From an optimization exercise on the open Yosys and OpenROAD flow, aimed at small area and a short achievable clock period; shortcuts taken in it are not production practice.

## before
==> flow/design.v (excerpt) <==
module ex_top (
    input  logic               clk,
    input  logic               reset,
    input  logic               in_valid,
    input  logic [4:0]         operator,
    input  logic [31:0]        operand1,
    input  logic [31:0]        operand2,
    input  logic [4:0]         dest_addr,
    input  logic               dest_write,
    output logic               out_valid,
    output logic [4:0]         write_addr,
    output logic               write_enable,
    output logic [31:0]        write_data
);
Size: about 4,200 cells after synthesis, roughly 100 flip-flops, ~33,000 um2 of cells after synthesis.
==> flow/config.mk <==
export PLATFORM = sky130hd
export DESIGN_NAME = ex_top
export DESIGN_NICKNAME = ex_top
export VERILOG_FILES = /design/flow/design.v
export SDC_FILE = /design/flow/constraint.sdc
export NUM_CORES = 4
export LEC_CHECK = 0
export ABC_AREA = 1
export CAP_MARGIN = 20
export CORE_MARGIN = 2
export CORE_UTILIZATION = 40
export SETUP_SLACK_MARGIN = 4.5
export SLEW_MARGIN = 20
export SYNTH_HIERARCHICAL = 1
==> flow/constraint.sdc <==
create_clock -name core_clock -period 14.0 [get_ports {clk}]
set_input_delay 2.8000 -clock core_clock [delete_from_list [all_inputs] [get_ports {clk}]]
set_output_delay 2.8000 -clock core_clock [all_outputs]
set_load 0.01 [all_outputs]
standard.sh (not shown) runs the stock make flow with config.mk's settings and CLKGATE_MAP_FILE= SYNTH_SCRIPT=/design/flow/synth_recipe.tcl, a recipe that flattens the netlist after the stock synthesis.
==> flow/flow/run.sh <==
#!/bin/bash
# Layout flow: the standard flow (standard.sh), with the port buffers
# inserted as sky130_fd_sc_hd__buf_2 cells instead of the default delay-buffer
# cells. Every tool's output goes to flow_run.log; ORFS keeps its per-step logs
# under orfs/logs.
set -euo pipefail
export BUFFER_PORTS_ARGS="-buffer_cell sky130_fd_sc_hd__buf_2"
bash standard.sh finish > flow_run.log 2>&1
diff inputs: before => after
--- a/flow/design.v
+++ b/flow/design.v
@@ -46,30 +46,31 @@
     logic [32:0] m;
     logic [33:0] r;
     logic        d16;
     logic [63:0] prod;
     generate
         if (SHIFT_MULT) begin : g_rsel
             logic [31:0] eq;
             logic [32:0] pw;
-            logic        is_shr;
-            assign is_shr = op_srl | op_sra;
+            logic        is_shift, is_shr, sgn1;
+            assign is_shift = ~op[4] & ~op[3] & op[2] & (op[1] | op[0]);
+            assign is_shr   = ~op[4] & ~op[3] & op[2] & op[1];
             for (genvar j = 0; j < 32; j++) begin : g_eq
                 assign eq[j] = shamt == 5'(j);
             end
             assign pw[0]  = op_sll & eq[0];
             assign pw[32] = is_shr & eq[0];
             for (genvar j = 1; j < 32; j++) begin : g_pw
                 assign pw[j] = (op_sll & eq[j]) | (is_shr & eq[32-j]);
             end
-            assign msigned = op_mul | op_mult;
-            assign m = {(msigned | op_sra) & operand2[31], operand2};
-            assign r = {msigned & operand1[31], (msigned & operand1[31]) | pw[32],
-                        (operand1 & {32{~(op_sll | is_shr)}}) | pw[31:0]};
+            assign msigned = ~op[1] | (op[0] & ~op[4]);
+            assign sgn1 = msigned & operand1[31] & ~is_shift;
+            assign m = {msigned & operand2[31], operand2};
+            assign r = {sgn1, sgn1 | pw[32], (operand1 & {32{~is_shift}}) | pw[31:0]};
             assign d16 = (r[31] | r[32]) & ~r[33];
         end else begin : g_rsel
             assign msigned = ~op[1];
             assign m = {msigned & operand2[31], operand2};
             assign r = {{2{msigned & operand1[31]}}, operand1};
             assign d16 = operand1[31] & ~msigned;
         end
     endgenerate
@@ -2543,80 +2544,79 @@
     logic        kp, kg, kn;
     assign kp = op_xor | op_or;
     assign kg = op_and | op_or;
     assign kn = op_nor;
     assign lres = ({32{kp}} & alu_p) | ({32{kg}} & alu_g) | ({32{kn}} & ~(alu_p | alu_g));
     logic [31:0] sres;
     generate
         if (SHIFT_MULT) begin : g_sh
-            assign sres = ({32{op_sll}} & prod[31:0]) | ({32{op_srl | op_sra}} & prod[63:32]);
+            assign sres = '0;   
         end else begin : g_sh
             logic [31:0] sin, srev, sout;
             logic        fill;
             for (genvar j = 0; j < 32; j++) begin : g_rev
                 assign srev[j] = operand2[31-j];
             end
             assign sin  = op_sll ? srev : operand2;
             assign fill = op_sra & operand2[31];
             assign sout = 32'($signed({fill, sin}) >>> shamt);
             logic [31:0] sout_rev;
             for (genvar j = 0; j < 32; j++) begin : g_rev2
                 assign sout_rev[j] = sout[31-j];
             end
             assign sres = ({32{op_sll}} & sout_rev) | ({32{op_srl | op_sra}} & sout);
         end
     endgenerate
-    logic [31:0] hi, lo, hi_d, lo_d, hi_keep, lo_keep;
-    logic        hilo_mul, hilo_mul_n;
-    assign hilo_mul   = ~reset & in_valid & (op_mult | op_multu);
-    assign hilo_mul_n = ~reset & ~(in_valid & (op_mult | op_multu));
-    assign hi_keep = {32{hilo_mul_n}} & ((in_valid & op_mthi) ? operand1 : hi);
-    assign lo_keep = {32{hilo_mul_n}} & ((in_valid & op_mtlo) ? operand1 : lo);
-    generate
-        for (genvar j = 0; j < 32; j++) begin : g_hilo
-            ex_ao21 u_hi (.a(hi_keep[j]), .b(hilo_mul), .c(prod[32+j]), .y(hi_d[j]));
-            ex_ao21 u_lo (.a(lo_keep[j]), .b(hilo_mul), .c(prod[j]),    .y(lo_d[j]));
-        end
-    endgenerate
+    logic [31:0] hi, lo, hi_d, lo_d;
+    logic        hilo_mul, hi_ld, lo_ld, hi_hold, lo_hold;
+    assign hilo_mul = ~reset & in_valid & (op_mult | op_multu);
+    assign hi_ld    = ~reset & in_valid & op_mthi;
+    assign lo_ld    = ~reset & in_valid & op_mtlo;
+    assign hi_hold  = ~reset & ~hilo_mul & ~hi_ld;
+    assign lo_hold  = ~reset & ~hilo_mul & ~lo_ld;
+    assign hi_d = ({32{hilo_mul}} & prod[63:32]) | ({32{hi_ld}} & operand1) | ({32{hi_hold}} & hi);
+    assign lo_d = ({32{hilo_mul}} & prod[31:0])  | ({32{lo_ld}} & operand1) | ({32{lo_hold}} & lo);
     always_ff @(posedge clk) begin
         hi <= hi_d;
         lo <= lo_d;
     end
     logic [31:0] data_other, data_next;
     logic        sel_mul;
     assign sel_mul = op_mul | op_mult | op_multu;
     assign data_other = lres | sres
                       | ({32{op_add | op_addu | op_sub | op_subu}} & sum)
                       | {31'd0, (op_slt & slt_bit) | (op_sltu & sltu_bit)}
                       | ({32{op_clz | op_clo}} & {26'd0, lz_cnt})
                       | ({32{op_mfhi}} & hi)
                       | ({32{op_mflo}} & lo);
     generate
-        for (genvar j = 0; j < 32; j++) begin : g_wd
-            ex_ao21 u_wd (.a(data_other[j]), .b(sel_mul), .c(prod[j]), .y(data_next[j]));
+        if (SHIFT_MULT) begin : g_wd
+            logic sel_lo, sel_hi;
+            assign sel_lo = sel_mul | op_sll;
+            assign sel_hi = op_srl | op_sra;
+            assign data_next = data_other | ({32{sel_lo}} & prod[31:0]) | ({32{sel_hi}} & prod[63:32]);
+        end else begin : g_wd
+            assign data_next = data_other | ({32{sel_mul}} & prod[31:0]);
         end
     endgenerate
     always_ff @(posedge clk) begin
         if (reset) begin
             out_valid    <= 1'b0;
             write_enable <= 1'b0;
         end else begin
             out_valid    <= in_valid;
             write_enable <= in_valid & dest_write & ~ovf;
         end
     end
     always_ff @(posedge clk) begin
         write_addr <= dest_addr;
         write_data <= data_next;
     end
 endmodule
-module ex_ao21 (input logic a, input logic b, input logic c, output logic y);
-    assign y = a | (b & c);
-endmodule
 module ex_fa (input logic a, input logic b, input logic c, output logic s, output logic co);
     assign s  = a ^ b ^ c;
     assign co = (a & b) | (a & c) | (b & c);
 endmodule
 module ex_ha (input logic a, input logic b, output logic s, output logic co);
     assign s  = a ^ b;
     assign co = a & b;
 endmodule
[summary]
- Density: after denser than before
- Logic depth of the worst setup path including buffers (lower): before
- Non-clock buffer count, before and after: lower on before
- Area: after vs before -> after smaller
- The sequential share of layout area of after and that of before are within noise of each other.
Function was not checked in any run of this note: the RTL went through the layout flow alone.

## static timing again, ports no longer ideal
Ports are ideal in the flow. The routed layouts listed here were re-timed in OpenROAD.
Step 1 (the two cells are an assumption about what drives the block):
set clk [get_ports {clk}]
set_driving_cell -lib_cell sky130_fd_sc_hd__clkbuf_16 $clk
set_driving_cell -lib_cell sky130_fd_sc_hd__buf_2 [delete_from_list [all_inputs] $clk]
Step 2 times the ports against the registers' clock, not the clock port: input delays grow and output delays shrink by t, the midpoint of the rising clock arrivals with the driver on.
Slacks: ideal / step 1 / step 2; pairs: ideal / step 1.
| run | shift t [ns] | slack for setup (ns) | worst register clock-pin slew, ns | cell pins on the clock port's net |
|---|---|---|---|---|
| before | 0.417 | 4.671 / 4.695 / 4.278 | 0.10 / 0.10 | 1 |
| after | 0.430 | 4.600 / 4.540 / 4.109 | 0.10 / 0.10 | 1 |
After both steps every run listed still meets setup and hold. For after, which loses most, drivers alone change the setup slack by -0.060 ns; drivers and shift together by -0.491 ns.
